Background: an optimization exercise with open tools, aiming at small area and a short achievable clock period. Do not read the settings as production practice. In this exercise RTL edits were held to simulation tests only and were not proved equivalent to the original. Power is estimated from default activity; no workload was simulated.

Setup of JK:
## sb_top
module sb_top (
    input  logic        clk,
    input  logic        rst,
    input  logic        inst_valid,
    input  logic [31:0] inst,
    input  logic [3:0]  fu_done,      
    output logic        issue_ok,
    output logic [18:0] read,
    output logic [8:0]  wb
);
Settings: LEC_CHECK=0, CAP_MARGIN=20, CORE_MARGIN=2, CORE_UTILIZATION=40, CTS_CLUSTER_DIAMETER=200, CTS_CLUSTER_SIZE=50, SETUP_SLACK_MARGIN=2.0, SLEW_MARGIN=20; clock period 5.5 ns.
run.sh (not shown) runs the stock make flow with config.mk's settings and CLKGATE_MAP_FILE= SYNTH_SCRIPT=/design/flow/synth_recipe.tcl, a recipe that flattens the netlist after the stock synthesis.
Per the final summary, JK finished and its layout is clean on timing, DRC and antenna.
### JK -> MS
Settings: TNS_END_PERCENT now 30, previously not set; SETUP_SLACK_MARGIN now 2.5, was 2.0; CTS_CLUSTER_SIZE no longer set, was 50; CTS_CLUSTER_DIAMETER no longer set, was 200.
==> flow/flow/run.sh (new file) <==
#!/bin/bash
# The standard layout (standard.sh, unchanged synthesis and steps), except that
# the port buffers are plain buffers (buf_2) instead of the delay cells that
# buffer_ports picks by default; the resizer still sizes them as timing needs.
set -euo pipefail
export BUFFER_PORTS_ARGS="-buffer_cell sky130_fd_sc_hd__buf_2"
bash standard.sh BUFFER_PORTS_ARGS="$BUFFER_PORTS_ARGS" finish > standard.log 2>&1
==> flow/standard.sh (new file) <==
#!/bin/bash
# synth_recipe.tcl (not shown) runs the flow's synth.tcl, then flattens the netlist and writes it again
# the make line also repeats each setting of config.mk as NAME=value (left out here)
make -C /OpenROAD-flow-scripts/flow DESIGN_CONFIG=/design/flow/config.mk WORK_HOME=/design/flow/orfs CLKGATE_MAP_FILE= SYNTH_SCRIPT=/design/flow/synth_recipe.tcl "${@:-finish}"
removed: flow/run.sh
--- outcome ---
Comparing the two runs side by side, MS comes out ahead of JK on worst setup slack. Compare JK and MS | layout overhead on the synthesized area lower: MS. Worst hold slack: MS vs JK down 0.020 ns. Design area: JK and MS compared, higher one is JK. Clock insertion delay at the later pin of the skew report across JK and MS: no real change.

* * *

01-09:
Another version of the RTL of sb_top (not shown whole).
Size in the first run: ~910 cells after synthesis, roughly 120 flip-flops.
Design sb_top, start of the top module:
module sb_top (
    input  logic        clk,
    input  logic        rst,
    input  logic        inst_valid,
    input  logic [31:0] inst,
    input  logic [3:0]  fu_done,      
    output logic        issue_ok,
    output logic [18:0] read,
    output logic [8:0]  wb
);
clock: 5.5 ns
lec_check: 0
abc_area: 1
cap_margin: 20
core_margin: 2
core_utilization: 40
setup_slack_margin: 2.5
slew_margin: 20
Stock flow here: none of the scripts above is used.
## Diff of input files: 01-10 against 01-09
# 01-09
export LEC_CHECK = 0
export ABC_AREA = 1
export CAP_MARGIN = 20
export CORE_MARGIN = 2
export CORE_UTILIZATION = 40
export SETUP_SLACK_MARGIN = 2.5
export SLEW_MARGIN = 20
create_clock -name core_clock -period 5.5 [get_ports {clk}]
# 01-10
export LEC_CHECK = 0
export CAP_MARGIN = 20
export CORE_MARGIN = 2
export CORE_UTILIZATION = 40
export SETUP_SLACK_MARGIN = 2.0
export SLEW_MARGIN = 20
export SYNTH_HIERARCHICAL = 1
create_clock -name core_clock -period 5.5 [get_ports {clk}]
[summary]
- Delta (01-10 minus 01-09): number of fillers in the final layout moved down; sequential share of layout area moved up; final instance area moved down.
- 01-10 completed; timing, DRC and antenna clean
- Compared with 01-09, 01-10 shows a lower global-route track usage on met2.
- Total via count in the routed design for 01-10 is lower than for 01-09.
- Against 01-09, setup fix buffers added after clock tree synthesis in 01-10 fell by more than half.
- 01-10 can be clocked slower than 01-09.
- Wire length of the first global-routing pass on 01-10 is ahead of 01-09.
- Synthesized cell count: 01-10 lower than 01-09
- Measured against 01-09, the number of placed instances with taps included of 01-10 comes out at 0.76 times the reference value.
- Sequential power: 01-10 vs 01-09 down 19%

* * *

nickel:
Another version of the RTL of sb_top (not shown whole).
Size in the first run: roughly 580 cells after synthesis, about 110 flip-flops, roughly 68 I/O pins, roughly 6200 sq um of cells after synthesis.
// sb_top
module sb_top (
    input  logic        clk,
    input  logic        rst,
    input  logic        inst_valid,
    input  logic [31:0] inst,
    input  logic [3:0]  fu_done,      
    output logic        issue_ok,
    output logic [18:0] read,
    output logic [8:0]  wb
);
    localparam int N = 4;
    logic [4:0] alu_op;
    logic [4:0] rd, rs1, rs2;
    logic       has_rd, has_rs2;
    logic [N-1:0]        busy_q;
    logic [N-1:0]        done_q;
    logic [N-1:0]        r1_q;       
    logic [N-1:0]        r2_q;
    logic [N-1:0]        took_q;     
    logic [4:0]          dst0_q, dst2_q, dst3_q;
    logic [N-1:0][4:0]   s1_q;
    logic [4:0]          s20_q, s22_q, s23_q;
    logic [4:0]          mreg_q;     
    logic [N-1:0][4:0]   dst_v;      
    logic [N-1:0][4:0]   s2_v;
    logic [N-1:0][4:0]   dcmp;       
    logic [N-1:0][4:0]   s2cmp;      
    logic [N-1:0]        s2ok;
    logic [N-1:0][N-1:0] m1_q;       
    logic [N-1:0][N-1:0] m2_q;
    logic [4:0]          op_alu_q;
    logic [3:0]          op_mem_q;
    logic [1:0]          op_mul_q;
    logic [1:0]          op_div_q;
    logic [N-1:0] dnz, e1, e2, f1, f2, fire;
    logic [N-1:0] rg, wg, wake1, wake2;
    logic         w1_new, w2_new, rdnz;
    inst_decoder decoder_i (
        .inst    (inst),
        .alu_op  (alu_op),
        .rd      (rd),
        .rs1     (rs1),
        .rs2     (rs2),
        .has_rd  (has_rd),
        .has_rs2 (has_rs2)
    );
    issue_check issue_i (
        .inst       (inst),
        .inst_valid (inst_valid),
        .busy       (busy_q),
        .dst        (dst_v),
        .issue_ok   (issue_ok),
        .fire       (fire)
    );
    read_dispatch read_i (
        .r1     (r1_q),
        .r2     (r2_q),
        .op_alu (op_alu_q),
        .op_mem (op_mem_q),
        .op_mul (op_mul_q),
        .op_div (op_div_q),
        .s1     (s1_q),
        .s2     (s2_v),
        .rg     (rg),
        .read   (read)
    );
    writeback_select wb_i (
        .done (done_q),
  ...
export LEC_CHECK = 0
export CAP_MARGIN = 20
export CORE_MARGIN = 2
export CORE_UTILIZATION = 40
export SETUP_SLACK_MARGIN = 2.6
export SLEW_MARGIN = 20
create_clock -name core_clock -period 5.5 [get_ports {clk}]
standard.sh (not shown) runs the stock make flow with config.mk's settings and CLKGATE_MAP_FILE= SYNTH_SCRIPT=/design/flow/synth_recipe.tcl, a recipe that flattens the netlist after the stock synthesis.
==> flow/flow/run.sh <==
#!/bin/bash
set -euo pipefail
P=sky130_fd_sc_hd__
DU=""
for c in probe_p_8 probec_p_8 lpflow_bleeder_1 \
         lpflow_clkbufkapwr_1 lpflow_clkbufkapwr_16 lpflow_clkbufkapwr_2 lpflow_clkbufkapwr_4 lpflow_clkbufkapwr_8 \
         lpflow_clkinvkapwr_1 lpflow_clkinvkapwr_16 lpflow_clkinvkapwr_2 lpflow_clkinvkapwr_4 lpflow_clkinvkapwr_8 \
         lpflow_decapkapwr_12 lpflow_decapkapwr_3 lpflow_decapkapwr_4 lpflow_decapkapwr_6 lpflow_decapkapwr_8 \
         lpflow_inputiso0n_1 lpflow_inputiso0p_1 lpflow_inputiso1n_1 lpflow_inputiso1p_1 lpflow_inputisolatch_1 \
         lpflow_isobufsrc_1 lpflow_isobufsrc_16 lpflow_isobufsrc_2 lpflow_isobufsrc_4 lpflow_isobufsrc_8 \
         lpflow_isobufsrckapwr_16 lpflow_lsbuf_lh_hl_isowell_tap_1 lpflow_lsbuf_lh_hl_isowell_tap_2 \
         lpflow_lsbuf_lh_hl_isowell_tap_4 lpflow_lsbuf_lh_isowell_4 lpflow_lsbuf_lh_isowell_tap_1 \
         lpflow_lsbuf_lh_isowell_tap_2 lpflow_lsbuf_lh_isowell_tap_4 \
         or3_1 or3_2 or3_4 or3b_1 or3b_2 or3b_4 or4_1 or4_2 or4_4 or4b_1 or4b_2 or4b_4 \
         or4bb_1 or4bb_2 or4bb_4 o41a_1 o41a_2 o41a_4 o41ai_1 o41ai_2 o41ai_4 \
         a2111o_1 a2111o_2 a2111o_4 a2111oi_0 a2111oi_1 a2111oi_2 a2111oi_4 \
         o2111a_1 o2111a_2 o2111a_4 o2111ai_1 o2111ai_2 o2111ai_4 a41o_1 a41o_2 a41o_4; do
  DU="$DU $P$c"
done
DU="${DU# }"
BP="-buffer_cell ${P}buf_2"
CTS="-sink_clustering_enable -repair_clock_nets -tree_buf ${P}clkbuf_8 -buf_list {${P}clkbuf_8} -root_buf ${P}clkbuf_16 -sink_clustering_buffer ${P}clkbuf_8"
bash standard.sh DONT_USE_CELLS="$DU" BUFFER_PORTS_ARGS="$BP" CTS_ARGS="$CTS" finish > standard.log 2>&1
nickel ran to completion and came out clean on the timing, DRC and antenna checks.
--- input diff nickel..zinc ---
Settings: a change of SETUP_SLACK_MARGIN from 2.6 to 2.0.
--- a/flow/flow/run.sh
+++ b/flow/flow/run.sh
@@ -21,3 +21,3 @@
 BP="-buffer_cell ${P}buf_2"
-CTS="-sink_clustering_enable -repair_clock_nets -tree_buf ${P}clkbuf_8 -buf_list {${P}clkbuf_8} -root_buf ${P}clkbuf_16 -sink_clustering_buffer ${P}clkbuf_8"
+CTS="-sink_clustering_enable -repair_clock_nets -tree_buf ${P}clkbuf_4 -buf_list {${P}clkbuf_4} -root_buf ${P}clkbuf_8 -sink_clustering_buffer ${P}clkbuf_4"
 bash standard.sh DONT_USE_CELLS="$DU" BUFFER_PORTS_ARGS="$BP" CTS_ARGS="$CTS" finish > standard.log 2>&1
[summary]
- zinc ends up with a logic depth of the worst setup path including buffers that is 2 lower than in nickel.
- In the tables for nickel and zinc, worst clock skew reads lower with nickel.
- In the flow results for nickel and zinc, the final weighted congestion in routability-driven placement is larger on nickel.
#### Input delta (fjord over zinc)
Settings: ABC_AREA newly set to 1.
==> comparison <==
- The lower peak per-stage delay on the critical path came out of fjord.
- In fjord, shortest period the worst path allows is lower than in zinc.
- The CTS clock-pin slew for the worst setup and hold paths of zinc and that of fjord are within noise of each other.
- The biggest fanout along the worst timing path in fjord was higher than what zinc gave.
- fjord ends up with lower clock network fraction of design power than zinc does.
- fjord vs. zinc: worst hold slack +0.018 ns; synthesized instance count +276.
- In the metrics for zinc and fjord, the one carrying the lower per-cell via count in the routed design is fjord.
Inputs modified between fjord and yarrow:
Settings: ABC_AREA: 1 -> unset.
--- a/flow/flow/run.sh
+++ b/flow/flow/run.sh
@@ -21,3 +21,3 @@
 BP="-buffer_cell ${P}buf_2"
-CTS="-sink_clustering_enable -repair_clock_nets -tree_buf ${P}clkbuf_4 -buf_list {${P}clkbuf_4} -root_buf ${P}clkbuf_8 -sink_clustering_buffer ${P}clkbuf_4"
+CTS="-sink_clustering_enable -repair_clock_nets -tree_buf ${P}clkbuf_8 -buf_list {${P}clkbuf_8} -root_buf ${P}clkbuf_16 -sink_clustering_buffer ${P}clkbuf_8"
 bash standard.sh DONT_USE_CELLS="$DU" BUFFER_PORTS_ARGS="$BP" CTS_ARGS="$CTS" finish > standard.log 2>&1
==> run notes <==
- Timing, DRC, antenna: 0 failures across fjord and yarrow
- yarrow — worst hold slack 0.027 ns lower, fjord as reference
- Changes observed in yarrow relative to fjord: least setup slack across all paths after layout fell by 0.15 ns, final critical path time including I/O delays and setup went up, register share of the cell area went up.
- Wire length of the first global-routing pass sits lower in yarrow than in fjord.
- Of the two values seen for leading cell type in the layout, fill and taps excluded, sky130_fd_sc_hd__nand2_1 was produced by fjord and sky130_fd_sc_hd__edfxtp_1 by yarrow.
- | delay contributed by the slowest stage of the critical path | higher: fjord |
- In the final reports, the cell area of yarrow is smaller than that of fjord.
Relative to yarrow, the following input files were edited for onyx:
Settings: CORE_UTILIZATION: 40 -> 50.
--- a/flow/flow/run.sh
+++ b/flow/flow/run.sh
@@ -16,3 +16,4 @@
          a2111o_1 a2111o_2 a2111o_4 a2111oi_0 a2111oi_1 a2111oi_2 a2111oi_4 \
-         o2111a_1 o2111a_2 o2111a_4 o2111ai_1 o2111ai_2 o2111ai_4 a41o_1 a41o_2 a41o_4; do
+         o2111a_1 o2111a_2 o2111a_4 o2111ai_1 o2111ai_2 o2111ai_4 a41o_1 a41o_2 a41o_4 \
+         nor4_1 nor4_2 nor4_4 nor4b_1 nor4b_2 nor4b_4 nor4bb_1 nor4bb_2 nor4bb_4 a222oi_1; do
   DU="$DU $P$c"
==> comparison <==
[compare] base=yarrow new=onyx: area growth from synthesis to layout saw a decrease; core occupancy in the finished layout has increased. The post-layout instance area of yarrow and that of onyx are within noise of each other.
Inputs modified between onyx and quartz:
Settings: CORE_UTILIZATION: 50 -> 40; SETUP_SLACK_MARGIN: 2.0 -> 1.9.
--- a/flow/flow/run.sh
+++ b/flow/flow/run.sh
@@ -17,3 +17,5 @@
          o2111a_1 o2111a_2 o2111a_4 o2111ai_1 o2111ai_2 o2111ai_4 a41o_1 a41o_2 a41o_4 \
-         nor4_1 nor4_2 nor4_4 nor4b_1 nor4b_2 nor4b_4 nor4bb_1 nor4bb_2 nor4bb_4 a222oi_1; do
+         nor4_1 nor4_2 nor4_4 nor4b_1 nor4b_2 nor4b_4 nor4bb_1 nor4bb_2 nor4bb_4 a222oi_1 \
+         a311o_1 a311o_2 a311o_4 a311oi_1 a311oi_2 a311oi_4 o311a_1 o311a_2 o311a_4 \
+         o311ai_0 o311ai_1 o311ai_2 o311ai_4 and4b_1 and4b_2 and4b_4 and4bb_1 and4bb_2 and4bb_4; do
   DU="$DU $P$c"
Results
- From onyx to quartz the numbers moved as follows: via count decreased 105; minimum setup slack in the final design decreased 0.021 ns.
- Relative to onyx, count of non-CTS buffers in the layout has gone down in quartz.

[separate check: timing with driven ports]
Ports are ideal in the flow. The routed layouts listed here were re-timed in OpenROAD.
Step 1, drivers: a clkbuf_16 drives clk and a buf_2 each remaining input, both assumed.
Step 2 moves the port delays by t, midway between the first and last clock arrival at a register: inputs arrive t later, outputs are due t later. That takes back most of the time a late clock gives input paths.
Three values: no drivers, after step 1, after step 2; two values: the first two.
run | shift t [ns] | slack for setup (ns) | worst hold slack (ns)
JK | 0.467 | 1.920 / 1.880 / 1.896 | 0.512 / 0.512 / 0.512
MS | 0.454 | 2.004 / 1.965 / 2.012 | 0.492 / 0.492 / 0.492
01-09 | 0.471 | 2.064 / 2.034 / 2.034 | 0.468 / 0.468 / 0.468
01-10 | 0.468 | 1.788 / 1.765 / 1.765 | 0.469 / 0.469 / 0.469
nickel | 0.402 | 1.880 / 1.845 / 1.637 | 0.474 / 0.474 / 0.474
zinc | 0.423 | 1.937 / 1.896 / 1.896 | 0.474 / 0.474 / 0.474
fjord | 0.424 | 2.065 / 1.978 / 1.978 | 0.492 / 0.492 / 0.492
yarrow | 0.404 | 1.916 / 1.877 / 1.877 | 0.465 / 0.465 / 0.465
onyx | 0.398 | 2.001 / 1.941 / 1.941 | 0.503 / 0.503 / 0.503
quartz | 0.396 | 1.979 / 1.959 / 1.959 | 0.498 / 0.498 / 0.498
After both steps every run listed still meets setup and hold. The setup slack of nickel, which loses most, moves by -0.035 ns with the drivers and by -0.243 ns with both steps.
